Context: an optimization exercise on an open-source flow, tuned for small area and few clock cycles per item. The choices shown serve that exercise and are no tape-out recipe.
Only simulation tests tie the RTL to the original design; equivalence was not proved.

==> amber <==
Design core_top, start of the top module:
module core_top (
    input  wire                  clk,
    input  wire                  rst_n_i,
    input  wire                  break_point_i,
    input  wire                  inst_valid_i,
    input  wire core_pkg::word_t inst_i,
    input  wire core_pkg::word_t pc_i,
    output logic                 inst_ready_o,
    output logic                 ws_valid_o,
    output core_pkg::word_t      debug0_wb_pc_o,
    output logic                 debug0_wb_rf_wen_o,
    output core_pkg::areg_t      debug0_wb_rf_wnum_o,
    output core_pkg::word_t      debug0_wb_rf_wdata_o
);
    logic              use_imm;
    logic              sub;
    logic              sel_sum;
    logic              sel_and;
    logic              sel_xor;
    logic              sel_slt;
    logic              sel_sltu;
    logic              wen;
    logic              push;
    logic              clr;
    core_pkg::word_t   imm;
    core_pkg::word_t   rdata_j;
    core_pkg::word_t   rdata_k;
    core_pkg::word_t   src_b;
    core_pkg::word_t   result;
    decode_stage i_decode_stage (
        .inst_i    (inst_i),
        .use_imm_o (use_imm),
        .sub_o     (sub),
        .sel_sum_o (sel_sum),
        .sel_and_o (sel_and),
        .sel_xor_o (sel_xor),
        .sel_slt_o (sel_slt),
        .sel_sltu_o(sel_sltu),
        .wen_o     (wen)
    );
    commit_stage i_commit_stage (
        .clk      (clk),
        .clr_i    (clr),
        .wen_i    (push && wen),
        .wnum_i   (inst_i[4:0]),
        .wdata_i  (result),
        .rj_i     (inst_i[9:5]),
        .rk_i     (inst_i[14:10]),
        .rk_en_i  (!use_imm),
        .rdata_j_o(rdata_j),
  ...
==> module inst_queue, before the edit <==
module inst_queue (
    input  wire                  clk,
    input  wire                  rst_n_i,
    input  wire                  break_point_i,
    input  wire                  in_valid_i,
    input  wire                  in_wen_i,      
    input  wire core_pkg::areg_t in_rd_i,
    input  wire core_pkg::word_t in_pc_i,
    input  wire core_pkg::word_t in_result_i,
    output logic                 in_ready_o,
    output logic                 push_o,        
    output logic                 clr_o,         
    output logic                 q_valid_o,
    output logic                 q_wen_o,
    output core_pkg::areg_t      q_rd_o,
    output core_pkg::word_t      q_pc_o,
    output core_pkg::word_t      q_result_o
);
    logic clr_n;
    assign in_ready_o = !break_point_i && clr_n;
    assign push_o     = in_valid_i && in_ready_o;
    assign clr_o      = !clr_n;
    always_ff @(posedge clk or negedge rst_n_i) begin
        if (!rst_n_i) begin
            clr_n     <= 1'b0;
            q_valid_o <= 1'b0;
            q_wen_o   <= 1'b0;
        end else begin
            clr_n     <= 1'b1;
            q_valid_o <= push_o;
            q_wen_o   <= push_o && in_wen_i;
        end
    end
    always_ff @(posedge clk) begin
        q_rd_o     <= in_rd_i;
        q_pc_o     <= in_pc_i;
        q_result_o <= in_result_i;
    end
endmodule
==> module core_top, before the edit <==
module core_top (
    input  wire                  clk,
    input  wire                  rst_n_i,
    input  wire                  break_point_i,
    input  wire                  inst_valid_i,
    input  wire core_pkg::word_t inst_i,
    input  wire core_pkg::word_t pc_i,
    output logic                 inst_ready_o,
    output logic                 ws_valid_o,
    output core_pkg::word_t      debug0_wb_pc_o,
    output logic                 debug0_wb_rf_wen_o,
    output core_pkg::areg_t      debug0_wb_rf_wnum_o,
    output core_pkg::word_t      debug0_wb_rf_wdata_o
);
    logic              use_imm;
    logic              sub;
    logic              sel_sum;
    logic              sel_and;
    logic              sel_xor;
    logic              sel_slt;
    logic              sel_sltu;
    logic              wen;
    logic              push;
    logic              clr;
    core_pkg::word_t   imm;
    core_pkg::word_t   rdata_j;
    core_pkg::word_t   rdata_k;
    core_pkg::word_t   src_b;
    core_pkg::word_t   result;
    decode_stage i_decode_stage (
        .inst_i    (inst_i),
        .use_imm_o (use_imm),
        .sub_o     (sub),
        .sel_sum_o (sel_sum),
        .sel_and_o (sel_and),
        .sel_xor_o (sel_xor),
        .sel_slt_o (sel_slt),
        .sel_sltu_o(sel_sltu),
        .wen_o     (wen)
    );
    commit_stage i_commit_stage (
        .clk      (clk),
        .clr_i    (clr),
        .wen_i    (push && wen),
        .wnum_i   (inst_i[4:0]),
        .wdata_i  (result),
        .rj_i     (inst_i[9:5]),
        .rk_i     (inst_i[14:10]),
        .rk_en_i  (!use_imm),
        .rdata_j_o(rdata_j),
        .rdata_k_o(rdata_k)
    );
    assign imm   = {{(32 - 12){inst_i[21]}}, inst_i[21:10]};  
    assign src_b = rdata_k | ({32{use_imm}} & imm);
    execute_stage i_execute_stage (
        .sub_i     (sub),
        .sel_sum_i (sel_sum && !clr),
        .sel_and_i (sel_and && !clr),
        .sel_xor_i (sel_xor && !clr),
        .sel_slt_i (sel_slt && !clr),
        .sel_sltu_i(sel_sltu && !clr),
        .src_a_i   (rdata_j),
        .src_b_i   (src_b),
        .result_o  (result)
    );
    inst_queue i_inst_queue (
        .clk          (clk),
        .rst_n_i      (rst_n_i),
        .break_point_i(break_point_i),
        .in_valid_i   (inst_valid_i),
        .in_wen_i     (wen),
        .in_rd_i      (inst_i[4:0]),
        .in_pc_i      (pc_i),
        .in_result_i  (result),
        .in_ready_o   (inst_ready_o),
        .push_o       (push),
        .clr_o        (clr),
        .q_valid_o    (ws_valid_o),
        .q_wen_o      (debug0_wb_rf_wen_o),
        .q_rd_o       (debug0_wb_rf_wnum_o),
        .q_pc_o       (debug0_wb_pc_o),
        .q_result_o   (debug0_wb_rf_wdata_o)
    );
endmodule
export LEC_CHECK = 0
export CAP_MARGIN = 10
export CORE_MARGIN = 2
export CORE_UTILIZATION = 55
export CTS_BUF_LIST = sky130_fd_sc_hd__clkbuf_16
export CTS_CLUSTER_DIAMETER = 80
export CTS_CLUSTER_SIZE = 25
export PLACE_DENSITY = 0.65
export SETUP_SLACK_MARGIN = 0.3
export SLEW_MARGIN = 10
create_clock -name core_clock -period 8.0 [get_ports {clk}]
standard.sh (not shown) runs the stock make flow with config.mk's settings and CLKGATE_MAP_FILE= SYNTH_SCRIPT=/design/flow/synth_recipe.tcl, a recipe that flattens the netlist after the stock synthesis.
==> flow/flow/run.sh <==
#!/bin/bash
# The standard layout, with the port buffers made of the smallest buffer
# instead of the delay cell buffer_ports picks by default. Every port still
# gets its own buffer.
set -euo pipefail
export BUFFER_PORTS_ARGS="-buffer_cell sky130_fd_sc_hd__buf_1"
bash standard.sh synth > synth.log 2>&1
bash standard.sh finish > layout.log 2>&1
==> violet: changes against amber <==
--- a/flow/design.v
+++ b/flow/design.v
@@ -21,36 +21,74 @@
     input  wire                  break_point_i,
     input  wire                  in_valid_i,
-    input  wire                  in_wen_i,      
-    input  wire core_pkg::areg_t in_rd_i,
+    input  wire core_pkg::word_t in_inst_i,
     input  wire core_pkg::word_t in_pc_i,
-    input  wire core_pkg::word_t in_result_i,
     output logic                 in_ready_o,
-    output logic                 push_o,        
-    output logic                 clr_o,         
+    output logic                 clr_o,        
     output logic                 q_valid_o,
     output logic                 q_wen_o,
-    output core_pkg::areg_t      q_rd_o,
     output core_pkg::word_t      q_pc_o,
-    output core_pkg::word_t      q_result_o
+    output logic                 q_use_imm_o,
+    output logic                 q_sub_o,
+    output logic                 q_sel_sum_o,
+    output logic                 q_sel_and_o,
+    output logic                 q_sel_xor_o,
+    output logic                 q_sel_slt_o,
+    output logic                 q_sel_sltu_o,
+    output core_pkg::areg_t      q_rd_o,
+    output core_pkg::areg_t      q_rj_o,
+    output logic [11:0]          q_imm_o       
 );
-    logic clr_n;
-    assign in_ready_o = !break_point_i && clr_n;
-    assign push_o     = in_valid_i && in_ready_o;
-    assign clr_o      = !clr_n;
+    logic              use_imm;
+    logic              sub;
+    logic              sel_sum;
+    logic              sel_and;
+    logic              sel_xor;
+    logic              sel_slt;
+    logic              sel_sltu;
+    logic              wen;
+    logic              push;
+    logic              clr_n;
+    decode_stage i_decode_stage (
+        .inst_i   (in_inst_i),
+        .use_imm_o (use_imm),
+        .sub_o     (sub),
+        .sel_sum_o (sel_sum),
+        .sel_and_o (sel_and),
+        .sel_xor_o (sel_xor),
+        .sel_slt_o (sel_slt),
+        .sel_sltu_o(sel_sltu),
+        .wen_o     (wen)
+    );
+    assign in_ready_o = !break_point_i;
+    assign push       = in_valid_i && !break_point_i;
     always_ff @(posedge clk or negedge rst_n_i) begin
         if (!rst_n_i) begin
-            clr_n     <= 1'b0;
-            q_valid_o <= 1'b0;
-            q_wen_o   <= 1'b0;
+            clr_n        <= 1'b0;
+            q_valid_o    <= 1'b0;
+            q_wen_o      <= 1'b0;
+            q_sel_sum_o  <= 1'b0;
+            q_sel_and_o  <= 1'b0;
+            q_sel_xor_o  <= 1'b0;
+            q_sel_slt_o  <= 1'b0;
+            q_sel_sltu_o <= 1'b0;
         end else begin
-            clr_n     <= 1'b1;
-            q_valid_o <= push_o;
-            q_wen_o   <= push_o && in_wen_i;
+            clr_n        <= 1'b1;
+            q_valid_o    <= push;
+            q_wen_o      <= push && wen;
+            q_sel_sum_o  <= sel_sum;
+            q_sel_and_o  <= sel_and;
+            q_sel_xor_o  <= sel_xor;
+            q_sel_slt_o  <= sel_slt;
+            q_sel_sltu_o <= sel_sltu;
         end
     end
+    assign clr_o = !clr_n;
     always_ff @(posedge clk) begin
-        q_rd_o     <= in_rd_i;
-        q_pc_o     <= in_pc_i;
-        q_result_o <= in_result_i;
+        q_pc_o      <= in_pc_i;
+        q_use_imm_o  <= use_imm;
+        q_sub_o      <= sub;
+        q_rd_o      <= in_inst_i[4:0];
+        q_rj_o      <= in_inst_i[9:5];
+        q_imm_o     <= in_inst_i[21:10];
     end
 endmodule
@@ -220,73 +258,74 @@
     output core_pkg::word_t      debug0_wb_rf_wdata_o
 );
-    logic              use_imm;
-    logic              sub;
-    logic              sel_sum;
-    logic              sel_and;
-    logic              sel_xor;
-    logic              sel_slt;
-    logic              sel_sltu;
-    logic              wen;
-    logic              push;
     logic              clr;
-    core_pkg::word_t   imm;
+    logic              q_valid;
+    logic              q_wen;
+    core_pkg::word_t   q_pc;
+    logic              q_use_imm;
+    logic              q_sub;
+    logic              q_sel_sum;
+    logic              q_sel_and;
+    logic              q_sel_xor;
+    logic              q_sel_slt;
+    logic              q_sel_sltu;
+    core_pkg::areg_t   q_rd;
+    core_pkg::areg_t   q_rj;
+    logic [11:0]       q_imm;
     core_pkg::word_t   rdata_j;
     core_pkg::word_t   rdata_k;
     core_pkg::word_t   src_b;
     core_pkg::word_t   result;
-    decode_stage i_decode_stage (
-        .inst_i    (inst_i),
-        .use_imm_o (use_imm),
-        .sub_o     (sub),
-        .sel_sum_o (sel_sum),
-        .sel_and_o (sel_and),
-        .sel_xor_o (sel_xor),
-        .sel_slt_o (sel_slt),
-        .sel_sltu_o(sel_sltu),
-        .wen_o     (wen)
+    inst_queue i_inst_queue (
+        .clk          (clk),
+        .rst_n_i      (rst_n_i),
+        .break_point_i(break_point_i),
+        .in_valid_i   (inst_valid_i),
+        .in_inst_i    (inst_i),
+        .in_pc_i      (pc_i),
+        .in_ready_o   (inst_ready_o),
+        .clr_o        (clr),
+        .q_valid_o    (q_valid),
+        .q_wen_o      (q_wen),
+        .q_pc_o       (q_pc),
+        .q_use_imm_o  (q_use_imm),
+        .q_sub_o      (q_sub),
+        .q_sel_sum_o  (q_sel_sum),
+        .q_sel_and_o  (q_sel_and),
+        .q_sel_xor_o  (q_sel_xor),
+        .q_sel_slt_o  (q_sel_slt),
+        .q_sel_sltu_o (q_sel_sltu),
+        .q_rd_o       (q_rd),
+        .q_rj_o       (q_rj),
+        .q_imm_o      (q_imm)
     );
     commit_stage i_commit_stage (
         .clk      (clk),
         .clr_i    (clr),
-        .wen_i    (push && wen),
-        .wnum_i   (inst_i[4:0]),
+        .wen_i    (q_wen),
+        .wnum_i   (q_rd),
         .wdata_i  (result),
-        .rj_i     (inst_i[9:5]),
-        .rk_i     (inst_i[14:10]),
-        .rk_en_i  (!use_imm),
+        .rj_i     (q_rj),
+        .rk_i     (q_imm[4:0]),
+        .rk_en_i  (!q_use_imm),
         .rdata_j_o(rdata_j),
         .rdata_k_o(rdata_k)
     );
-    assign imm   = {{(32 - 12){inst_i[21]}}, inst_i[21:10]};  
-    assign src_b = rdata_k | ({32{use_imm}} & imm);
+    assign src_b = rdata_k | ({32{q_use_imm}} & {{(32 - 12){q_imm[11]}}, q_imm});
     execute_stage i_execute_stage (
-        .sub_i     (sub),
-        .sel_sum_i (sel_sum && !clr),
-        .sel_and_i (sel_and && !clr),
-        .sel_xor_i (sel_xor && !clr),
-        .sel_slt_i (sel_slt && !clr),
-        .sel_sltu_i(sel_sltu && !clr),
+        .sub_i     (q_sub),
+        .sel_sum_i (q_sel_sum),
+        .sel_and_i (q_sel_and),
+        .sel_xor_i (q_sel_xor),
+        .sel_slt_i (q_sel_slt),
+        .sel_sltu_i(q_sel_sltu),
         .src_a_i   (rdata_j),
         .src_b_i   (src_b),
         .result_o  (result)
     );
-    inst_queue i_inst_queue (
-        .clk          (clk),
-        .rst_n_i      (rst_n_i),
-        .break_point_i(break_point_i),
-        .in_valid_i   (inst_valid_i),
-        .in_wen_i     (wen),
-        .in_rd_i      (inst_i[4:0]),
-        .in_pc_i      (pc_i),
-        .in_result_i  (result),
-        .in_ready_o   (inst_ready_o),
-        .push_o       (push),
-        .clr_o        (clr),
-        .q_valid_o    (ws_valid_o),
-        .q_wen_o      (debug0_wb_rf_wen_o),
-        .q_rd_o       (debug0_wb_rf_wnum_o),
-        .q_pc_o       (debug0_wb_pc_o),
-        .q_result_o   (debug0_wb_rf_wdata_o)
-    );
+    assign ws_valid_o           = q_valid;
+    assign debug0_wb_pc_o       = q_pc;
+    assign debug0_wb_rf_wen_o   = q_wen;
+    assign debug0_wb_rf_wnum_o  = q_rd;
+    assign debug0_wb_rf_wdata_o = result;
 endmodule
 `default_nettype wire
==> flow/run.sh (new file) <==
#!/bin/bash
# synth_recipe.tcl (not shown) runs the flow's synth.tcl, then flattens the netlist and writes it again
# the make line also repeats each setting of config.mk as NAME=value (left out here)
make -C /OpenROAD-flow-scripts/flow DESIGN_CONFIG=/design/flow/config.mk WORK_HOME=/design/flow/orfs CLKGATE_MAP_FILE= SYNTH_SCRIPT=/design/flow/synth_recipe.tcl finish
--- a/flow/config.mk
+++ b/flow/config.mk
@@ -8,9 +8,9 @@
 export CAP_MARGIN = 10
 export CORE_MARGIN = 2
-export CORE_UTILIZATION = 55
+export CORE_UTILIZATION = 45
 export CTS_BUF_LIST = sky130_fd_sc_hd__clkbuf_16
 export CTS_CLUSTER_DIAMETER = 80
 export CTS_CLUSTER_SIZE = 25
-export PLACE_DENSITY = 0.65
+export PLACE_DENSITY = 0.6
 export SETUP_SLACK_MARGIN = 0.3
 export SLEW_MARGIN = 10
removed: flow/flow/run.sh
removed: flow/standard.sh
==> run notes <==
- Status: timing/DRC/antenna clean
- Placed Cells: 4711
- Buf/Inv on CP: 9
- Total track usage: 0.464
- CTS-repair resized insts: 120
- Post-synth top area share: 0.671
the above is filed under violet

==> run notes <==
- Setup crit start: inst_i[12]
- Total track usage: 0.546
- Clk sinks: 1064
- Buf/Inv on CP: 4
- Compound-cell area share of the yosys netlist: 0.172
- Placed Cells: 4499
- Worst Hold Margin: 0.715 ns
- Multi-input gate count: 1996
- Depth of the worst register-to-register path: 14
- CTS-repair resized insts: 0
- Status: timing/DRC/antenna clean
the above is filed under amber

Testbench counts of amber, summed over its fixed seeds: cycles 16,008, items 16,000.
Testbench counts of violet, summed over its fixed seeds: cycles 16,008, items 16,000.

## static timing again, ports no longer ideal
The flow's constraints put no driver on any port. The routed layouts listed below were extracted and timed again, unchanged, in two steps.
Step 1: set_driving_cell puts a clkbuf_16 on clk and a buf_2 on each other input, an assumption about the parent block.
Step 2, shift: input delay + t, output delay - t, t = (earliest + latest rising clock arrival at the registers) / 2. This alone moves slack from input paths to output paths.
Three values: no drivers, after step 1, after step 2; two values: the first two.
run | t, ns | slack for setup (ns) | worst hold slack (ns) | clock arrival spread, ns | worst data-port slew with drivers (ns)
amber | 0.754 | 0.322 / 0.355 / -0.399 | 0.715 / 0.679 / 1.104 | 0.049 / 0.048 | 0.04
violet | 0.786 | 0.144 / 0.065 / 0.852 | 1.152 / 1.126 / 1.152 | 0.031 / 0.031 | 0.06
Met with ideal ports but missed after step 2: setup timing in amber. For amber, which loses most, drivers alone change the setup slack by +0.033 ns; drivers and shift together by -0.721 ns.
